This design comes from an exercise in tuning for small area on the open sky130 flow, not from production work.
Function was checked by simulation only, so behaviour that the tests miss may differ from the original.
Power is estimated from default activity; no workload was simulated. No driver is modelled on the clock port, so clocking that relies on it looks cheaper here than on a real chip.

Setup of north:
==> module cpuCore, before the edit <==
module cpuCore (
    input  logic                    clk,
    input  logic                    rstN,
    input  logic [32-1:0]    instr,
    output logic [32-1:0]    instrAddr,
    output logic                    instrRead,
    output logic                    regWrEn,
    output logic [5-1:0]  regWrAddr,
    output logic [32-1:0]    regWrData,
    output logic                    excValid,
    output cpuPkg::excCause_t       excCause
);
    logic [4:0] phase;
    logic [1:0] rot;         
    logic       initDone;    
    logic [29:0] pc;
    wire p0  = phase == 5'd0;
    wire p30 = phase == 5'd30;
    wire p31 = phase == 5'd31;
    wire run = rot != 2'd0;
    wire clr = !run;
    wire [5:0] op = instr[31:26];
    wire [5:0] fn = instr[5:0];
    wire [4:0] rs = instr[25:21];
    wire [4:0] rt = instr[20:16];
    wire [4:0] rd = instr[15:11];
    wire isR    = op == 6'h00;
    wire isAddi = op == 6'h08;
    wire isAdd  = isR && fn == 6'h20;
    wire isSub  = isR && fn == 6'h22;
    wire isAlu  = isAddi || isAdd || isSub;
    wire isMult = isR && fn == 6'h18;
    wire isMf   = isR && (fn == 6'h10 || fn == 6'h12);
    wire isShI  = isR && (fn == 6'h00 || fn == 6'h02 || fn == 6'h03);
    wire isShV  = isR && (fn == 6'h04 || fn == 6'h07);
    wire isSh   = isShI || isShV;
    wire isUndef = !(isAlu || isMult || isMf || isSh);
    wire shLeft  = fn[1:0] == 2'b00;
    wire shArith = fn[0];
    wire [1:0] lastRot = (isUndef || isMf) ? 2'd1
                       : (isAlu || (isSh && shLeft)) ? 2'd2 : 2'd3;
    wire last = run && rot == lastRot;
    logic [31:1][31:0] gpr;
    logic [63:0] hl;         
    logic [31:0] c;          
    logic [31:0] x;
    logic [4:0]  amt;
    logic        cy, cy2, xsign, ysign, hiInWin;
    logic [4:0]  wbAddr;
    logic        wbEn;
    logic        cause;
    wire [4:0] rdAddr = (rot == 2'd1) ? rs : rt;
    logic [31:0] ringOut;
    always_comb begin
        ringOut[0] = 1'b0;
        for (int i = 1; i < 32; i++) ringOut[i] = gpr[i][0];
    end
    wire fwd = wbEn && wbAddr == rdAddr && rdAddr != 5'd0;
    wire port = fwd ? x[0] : ringOut[rdAddr];
    wire y = isMult && rot == 2'd2 && port;
    wire [31:0] s = hl[31:0];
    wire [31:0] t = s ^ c ^ (x & {32{y}});
    wire [31:0] cn = (s & c) | ({32{y}} & x & (s | c));
    wire u0 = t[0];
    wire immBit = phase[4] ? instr[15] : instr[phase[3:0]];
    wire aIn = isMult ? u0 : x[0];
    wire bIn = isMult ? !(xsign && port) : ((isAddi ? immBit : port) ^ isSub);
    wire cin = p0 ? (isSub || isMult) : cy;
    wire sum = aIn ^ bIn ^ cin;
    wire cout = (aIn & bIn) | (aIn & cin) | (bIn & cin);
    wire ovf = cin ^ cout;
    wire b2 = !(ysign && x[0]);
    wire cin2 = p0 ? 1'b1 : cy2;
    wire hiBit = sum ^ b2 ^ cin2;
    wire cout2 = (sum & b2) | (sum & cin2) | (b2 & cin2);
    wire [4:0] shAmt = isShV ? amt : instr[10:6];
    wire [5:0] shCmp = {1'b0, phase} + {1'b0, shLeft ? shAmt : ~shAmt} + {5'd0, !shLeft};
    wire shTake = (rot == 2'd2) ? (shLeft != shCmp[5]) : !shCmp[5];
    wire spBit = (32'(227) >> phase) & 1'b1;
    wire mfBit = (hiInWin ^ fn[1]) ? u0 : hl[32];
    logic xShift, xIn;
    always_comb begin
        xShift = 1'b1;
        xIn = 1'b0;
        if (!run) begin
            xIn = initDone && spBit;
        end else if (rot == 2'd1) begin
            xIn = (isAlu || isMult) ? port : isMf ? mfBit : 1'b0;
        end else if (isAlu) begin
            xIn = sum;
        end else if (isSh) begin
            xShift = shTake;
            xIn = (rot == 2'd2) ? port : (shArith && x[31]);
        end else if (isMult) begin
            xShift = rot == 2'd3;
            xIn = x[0];
        end
    end
    always_ff @(posedge clk) begin
        for (int i = 1; i < 32; i++) begin
            gpr[i] <= {clr ? 1'b0 : (wbEn && wbAddr == 5'(i)) ? x[0] : gpr[i][0], gpr[i][31:1]};
        end
        hl <= {clr ? 1'b0 : (isMult && rot == 2'd3) ? hiBit : u0,
               hl[63:33],
               (clr || (isMult && rot != 2'd3)) ? 1'b0 : hl[32],
               t[31:1]};
        c <= cn;
        cy <= cout;
        cy2 <= cout2;
        if (p31) begin
            xsign <= x[31];
            ysign <= port;
            hiInWin <= (isMult && rot == 2'd3) ? 1'b0 : !hiInWin;
            wbAddr <= !run ? 5'(29) : isAddi ? rt : rd;
        end
        if (xShift) x <= {xIn, x[31:1]};
        if (rot == 2'd1 && phase < 5'd5) amt <= {port, amt[4:1]};
        cause <= isUndef;
    end
    always_ff @(posedge clk or negedge rstN) begin
        if (!rstN) begin
            phase <= '0;
            rot <= '0;
            initDone <= 1'b0;
            pc <= '0;
            wbEn <= 1'b0;
            excValid <= 1'b0;
        end else begin
            phase <= phase + 5'd1;
            if (p31) begin
                if (!run) begin
                    initDone <= 1'b1;
                    if (initDone) rot <= 2'd1;
                end else begin
                    rot <= last ? 2'd1 : rot + 2'd1;
                end
                wbEn <= (!run && initDone) || (last && ((isAlu && !ovf) || isSh || isMf));
            end
            if (p30 && last) pc <= pc + 30'd1;
            excValid <= p31 && last && (isUndef || (isAlu && ovf));
        end
    end
    assign instrAddr = {pc, 2'b00};
    assign instrRead = 1'b1;
    assign regWrEn = wbEn && p0;
    assign regWrAddr = wbAddr;
    assign regWrData = x;
    assign excCause = cause ? cpuPkg::ExcBadOpcode : cpuPkg::ExcOverflow;
endmodule
==> flow/config.mk <==
export PLATFORM = sky130hd
export DESIGN_NAME = cpuCore
export DESIGN_NICKNAME = cpuCore
export VERILOG_FILES = /design/flow/design.v
export SDC_FILE = /design/flow/constraint.sdc
export NUM_CORES = 4
export LEC_CHECK = 0
export CAP_MARGIN = 20
export CORE_MARGIN = 2
export CORE_UTILIZATION = 70
export CTS_BUF_LIST = sky130_fd_sc_hd__clkbuf_16
export CTS_CLUSTER_DIAMETER = 50
export CTS_CLUSTER_SIZE = 28
export GPL_ROUTABILITY_DRIVEN = 1
export PLACE_DENSITY = 0.8
export SLEW_MARGIN = 20
==> flow/constraint.sdc <==
create_clock -name core_clock -period 10.0 [get_ports {clk}]
set_input_delay 2.0000 -clock core_clock [delete_from_list [all_inputs] [get_ports {clk}]]
set_output_delay 2.0000 -clock core_clock [all_outputs]
set_load 0.01 [all_outputs]
standard.sh (not shown) runs the stock make flow with config.mk's settings and CLKGATE_MAP_FILE= SYNTH_SCRIPT=/design/flow/synth_recipe.tcl, a recipe that flattens the netlist after the stock synthesis.
==> flow/flow/run.sh <==
#!/bin/bash
# Own layout flow: the standard ORFS flow (standard.sh, unchanged synthesis), with the
# clock tree built from clkbuf_16 leaf buffers without dummy loads, and the ports buffered
# with buf_1. All tool output goes to standard_flow.log here and to ORFS's own logs.
set -euo pipefail
export CTS_ARGS="-sink_clustering_enable -repair_clock_nets -dont_use_dummy_load -sink_clustering_size 28 -sink_clustering_max_diameter 50 -buf_list sky130_fd_sc_hd__clkbuf_16"
export BUFFER_PORTS_ARGS="-buffer_cell sky130_fd_sc_hd__buf_1"
bash standard.sh finish > standard_flow.log 2>&1
[inputs] south vs north
--- a/flow/design.v
+++ b/flow/design.v
@@ -62,11 +62,12 @@
                        : (isAlu || (isSh && shLeft)) ? 2'd2 : 2'd3;
     wire last = run && rot == lastRot;
     logic [31:1][31:0] gpr;
     logic [63:0] hl;         
     logic [31:0] c;          
-    logic [31:0] x;
+    logic [31:0] x, xN;
+    assign x = ~xN;
     logic [4:0]  amt;
     logic        cy, cy2, xsign, ysign, hiInWin;
     logic [4:0]  wbAddr;
     logic        wbEn;
     logic        cause;
@@ -78,12 +79,13 @@
     end
     wire fwd = wbEn && wbAddr == rdAddr && rdAddr != 5'd0;
     wire port = fwd ? x[0] : ringOut[rdAddr];
     wire y = isMult && rot == 2'd2 && port;
     wire [31:0] s = hl[31:0];
-    wire [31:0] t = s ^ c ^ (x & {32{y}});
-    wire [31:0] cn = (s & c) | ({32{y}} & x & (s | c));
+    wire [31:0] pp = ~(xN | {32{!y}});
+    wire [31:0] t = s ^ c ^ pp;
+    wire [31:0] cn = (s & c) | (pp & (s | c));
     wire u0 = t[0];
     wire immBit = phase[4] ? instr[15] : instr[phase[3:0]];
     wire aIn = isMult ? u0 : x[0];
     wire bIn = isMult ? !(xsign && port) : ((isAddi ? immBit : port) ^ isSub);
     wire cin = p0 ? (isSub || isMult) : cy;
@@ -132,11 +134,11 @@
             xsign <= x[31];
             ysign <= port;
             hiInWin <= (isMult && rot == 2'd3) ? 1'b0 : !hiInWin;
             wbAddr <= !run ? 5'(29) : isAddi ? rt : rd;
         end
-        if (xShift) x <= {xIn, x[31:1]};
+        if (xShift) xN <= {!xIn, xN[31:1]};
         if (rot == 2'd1 && phase < 5'd5) amt <= {port, amt[4:1]};
         cause <= isUndef;
     end
     always_ff @(posedge clk or negedge rstN) begin
         if (!rstN) begin
Results
- Of south and north, south shows the lower post-route cell area, with north above it.
- In the reports for south and north, the smaller multi-input combinational area share belongs to south.
- When the final numbers for south and north were put side by side, the minimum clock period turned out to be greater in south.
- Higher detailed route wirelength on metal3 goes to south over north.
- north has lower met3 routing resource usage after global routing than south.
- Of south and north, the higher power dissipated by switching net loads belongs to north.
- On south: power share of the combinational group is 1.9 points lower than what north gave.
- As far as number of well taps goes, south and north are indistinguishable; the numbers are identical.
- When south is set beside north, its sequential share of layout area turns out to be 0.69 points larger.
- On number of multi-input combinational cells: between south and north, it ends up lower for south.

Setup of before:
cpuCore, a different RTL version from the one above (not shown whole).
For scale: about 1700 cells after synthesis, ~1200 flip-flops, ~0.028 mm² of cells after synthesis.
==> module cpuCore, before the edit <==
module cpuCore (
    input  logic                    clk,
    input  logic                    rstN,
    input  logic [32-1:0]    instr,
    output logic [32-1:0]    instrAddr,
    output logic                    instrRead,
    output logic                    regWrEn,
    output logic [5-1:0]  regWrAddr,
    output logic [32-1:0]    regWrData,
    output logic                    excValid,
    output cpuPkg::excCause_t       excCause
);
    logic [4:0] phase;
    logic [1:0] rot;         
    logic       initDone;    
    logic [29:0] pc;
    wire p0  = phase == 5'd0;
    wire p30 = phase == 5'd30;
    wire p31 = phase == 5'd31;
    wire run = rot != 2'd0;
    wire clr = !run;
    logic [29:0] pcToggle;
    always_comb begin
        pcToggle[0] = p30 && last;
        for (int i = 1; i < 30; i++) pcToggle[i] = pcToggle[i-1] && pc[i-1];
    end
    wire [5:0] op = instr[31:26];
    wire [5:0] fn = instr[5:0];
    wire [4:0] rs = instr[25:21];
    wire [4:0] rt = instr[20:16];
    wire [4:0] rd = instr[15:11];
    wire isR    = op == 6'h00;
    wire isAddi = op == 6'h08;
    wire isAdd  = isR && fn == 6'h20;
    wire isSub  = isR && fn == 6'h22;
    wire isAlu  = isAddi || isAdd || isSub;
    wire isMult = isR && fn == 6'h18;
    wire isMf   = isR && (fn == 6'h10 || fn == 6'h12);
    wire isShI  = isR && (fn == 6'h00 || fn == 6'h02 || fn == 6'h03);
    wire isShV  = isR && (fn == 6'h04 || fn == 6'h07);
    wire isSh   = isShI || isShV;
    wire isUndef = !(isAlu || isMult || isMf || isSh);
    wire shLeft  = fn[1:0] == 2'b00;
    wire shArith = fn[0];
    wire [1:0] lastRot = (isUndef || isMf) ? 2'd1
                       : (isAlu || (isSh && shLeft)) ? 2'd2 : 2'd3;
    wire last = run && rot == lastRot;
    logic [31:1][31:0] gpr;
    logic [63:0] hl;         
    logic [31:0] c;          
    logic [31:0] x, xN;
    assign x = ~xN;
    logic [4:0]  amt;
    logic        cy, cy2, xsign, ysign, hiInWin;
    logic [4:0]  wbAddr;
    logic        wbEn;
    logic        cause;
    wire [4:0] rdAddr = (rot == 2'd1) ? rs : rt;
    logic [31:0] ringOut;
    always_comb begin
        ringOut[0] = 1'b0;
        for (int i = 1; i < 32; i++) ringOut[i] = gpr[i][0];
    end
    wire fwd = wbEn && wbAddr == rdAddr && rdAddr != 5'd0;
    wire port = fwd ? x[0] : ringOut[rdAddr];
    wire y = isMult && rot == 2'd2 && port;
    wire [31:0] s = hl[31:0];
    wire [31:0] pp = ~(xN | {32{!y}});
    wire [31:0] t = s ^ c ^ pp;
    wire [31:0] cn = (s & c) | (pp & (s | c));
    wire u0 = t[0];
    wire immBit = phase[4] ? instr[15] : instr[phase[3:0]];
    wire aIn = isMult ? u0 : x[0];
    wire bIn = isMult ? !(xsign && port) : ((isAddi ? immBit : port) ^ isSub);
    wire cin = p0 ? (isSub || isMult) : cy;
    wire sum = aIn ^ bIn ^ cin;
    wire cout = (aIn & bIn) | (aIn & cin) | (bIn & cin);
    wire ovf = cin ^ cout;
    wire b2 = !(ysign && x[0]);
    wire cin2 = p0 ? 1'b1 : cy2;
    wire hiBit = sum ^ b2 ^ cin2;
    wire cout2 = (sum & b2) | (sum & cin2) | (b2 & cin2);
    wire [4:0] shAmt = isShV ? amt : instr[10:6];
    wire [5:0] shCmp = {1'b0, phase} + {1'b0, shLeft ? shAmt : ~shAmt} + {5'd0, !shLeft};
    wire shTake = (rot == 2'd2) ? (shLeft != shCmp[5]) : !shCmp[5];
    wire spBit = (32'(227) >> phase) & 1'b1;
    wire mfBit = (hiInWin ^ fn[1]) ? u0 : hl[32];
    logic xShift, xIn;
    always_comb begin
        xShift = 1'b1;
        xIn = 1'b0;
        if (!run) begin
            xIn = initDone && spBit;
        end else if (rot == 2'd1) begin
            xIn = (isAlu || isMult) ? port : isMf ? mfBit : 1'b0;
        end else if (isAlu) begin
            xIn = sum;
        end else if (isSh) begin
            xShift = shTake;
            xIn = (rot == 2'd2) ? port : (shArith && x[31]);
        end else if (isMult) begin
            xShift = rot == 2'd3;
            xIn = x[0];
        end
    end
    always_ff @(posedge clk) begin
        for (int i = 1; i < 32; i++) begin
            gpr[i] <= {clr ? 1'b0 : (wbEn && wbAddr == 5'(i)) ? x[0] : gpr[i][0], gpr[i][31:1]};
        end
        hl <= {clr ? 1'b0 : (isMult && rot == 2'd3) ? hiBit : u0,
               hl[63:33],
               (clr || (isMult && rot != 2'd3)) ? 1'b0 : hl[32],
               t[31:1]};
        c <= cn;
        cy <= cout;
        cy2 <= cout2;
        if (p31) begin
            xsign <= x[31];
            ysign <= port;
            hiInWin <= (clr || (isMult && rot == 2'd3)) ? 1'b0 : !hiInWin;
            wbAddr <= !run ? 5'(29) : isAddi ? rt : rd;
        end
        if (xShift) xN <= {!xIn, xN[31:1]};
        if (rot == 2'd1 && phase < 5'd5) amt <= {port, amt[4:1]};
        cause <= isUndef;
    end
    always_ff @(posedge clk or negedge rstN) begin
        if (!rstN) begin
            phase <= '0;
            rot <= '0;
            initDone <= 1'b0;
            pc <= '0;
            wbEn <= 1'b0;
            excValid <= 1'b0;
        end else begin
            phase <= phase + 5'd1;
            if (p31) begin
                if (!run) begin
                    initDone <= 1'b1;
                    if (initDone) rot <= 2'd1;
                end else begin
                    rot <= last ? 2'd1 : rot + 2'd1;
                end
                wbEn <= (!run && initDone) || (last && ((isAlu && !ovf) || isSh || isMf));
            end
            pc <= pc ^ pcToggle;
            excValid <= p31 && last && (isUndef || (isAlu && ovf));
        end
    end
    assign instrAddr = {pc, 2'b00};
    assign instrRead = 1'b1;
    assign regWrEn = wbEn && p0;
    assign regWrAddr = wbAddr;
    assign regWrData = x;
    assign excCause = cause ? cpuPkg::ExcBadOpcode : cpuPkg::ExcOverflow;
endmodule
clock: 10.0 ns
lec_check: 0
cap_margin: 20
core_margin: 2
core_utilization: 70
cts_buf_list: sky130_fd_sc_hd__clkbuf_16
cts_cluster_diameter: 50
cts_cluster_size: 28
gpl_routability_driven: 1
place_density: 0.8
slew_margin: 20
==> flow/flow/run.sh <==
#!/bin/bash
# Own layout flow: the standard ORFS flow (standard.sh, unchanged synthesis), with the
# clock tree built from clkbuf_16 leaf buffers without dummy loads, and the ports buffered
# with buf_1. All tool output goes to standard_flow.log here and to ORFS's own logs.
set -euo pipefail
export CTS_ARGS="-sink_clustering_enable -repair_clock_nets -dont_use_dummy_load -sink_clustering_size 30 -sink_clustering_max_diameter 120 -buf_list sky130_fd_sc_hd__clkbuf_16"
export BUFFER_PORTS_ARGS="-buffer_cell sky130_fd_sc_hd__buf_1"
bash standard.sh finish > standard_flow.log 2>&1
Modified inputs, after compared to before
--- a/flow/design.v
+++ b/flow/design.v
@@ -41,9 +41,4 @@
     wire run = rot != 2'd0;
     wire clr = !run;
-    logic [29:0] pcToggle;
-    always_comb begin
-        pcToggle[0] = p30 && last;
-        for (int i = 1; i < 30; i++) pcToggle[i] = pcToggle[i-1] && pc[i-1];
-    end
     wire [5:0] op = instr[31:26];
     wire [5:0] fn = instr[5:0];
@@ -139,5 +134,5 @@
             xsign <= x[31];
             ysign <= port;
-            hiInWin <= (clr || (isMult && rot == 2'd3)) ? 1'b0 : !hiInWin;
+            hiInWin <= (isMult && rot == 2'd3) ? 1'b0 : !hiInWin;
             wbAddr <= !run ? 5'(29) : isAddi ? rt : rd;
         end
@@ -165,5 +160,5 @@
                 wbEn <= (!run && initDone) || (last && ((isAlu && !ovf) || isSh || isMf));
             end
-            pc <= pc ^ pcToggle;
+            if (p30 && last) pc <= pc + 30'd1;
             excValid <= p31 && last && (isUndef || (isAlu && ovf));
         end
==> run notes <==
Compared to before, after has clock network fraction of total power 0.6 points lower.
after vs. before: met2 wirelength from detailed routing higher; count of vias placed by the detailed router higher.
In after, relative contribution of combinational cells to total power is higher than in before.
Any difference in clock network power between before and after is small enough to ignore.
On pin count of the biggest net entering global routing: between before and after, it ends up lower for before.
Period utilization: after lower than before
Power: after draws more than before
Count of nets after finishing on after is up relative to before.

[what the ideal ports hide]
How much do the figures lean on ideal ports? The routed layouts below were timed once more, with nothing changed but the port constraints.
Step 1 (the two cells are an assumption about what drives the block):
set clk [get_ports {clk}]
set_driving_cell -lib_cell sky130_fd_sc_hd__clkbuf_16 $clk
set_driving_cell -lib_cell sky130_fd_sc_hd__buf_2 [delete_from_list [all_inputs] $clk]
Step 2 adds t to the input delays and takes it off the output delays; t is the mean of the earliest and latest rising clock arrival at the registers after step 1. Input paths then give back, and output paths get back, about the clock's delay inside the block.
Three values: ideal, step 1, step 2; two values: the first two.
run	t, ns	slack for setup (ns)	worst register clock-pin slew, ns	pins driven straight from the clock port
north	0.647	4.210 / 4.240 / 3.593	0.10 / 0.10	1
south	0.652	3.775 / 3.810 / 3.157	0.11 / 0.11	1
before	0.643	0.801 / 0.832 / 0.189	0.12 / 0.12	1
after	0.638	3.788 / 3.825 / 3.187	0.11 / 0.11	1
After both steps every run listed still meets setup and hold. The setup slack of south, which loses most, moves by +0.035 ns with the drivers and by -0.618 ns with both steps.
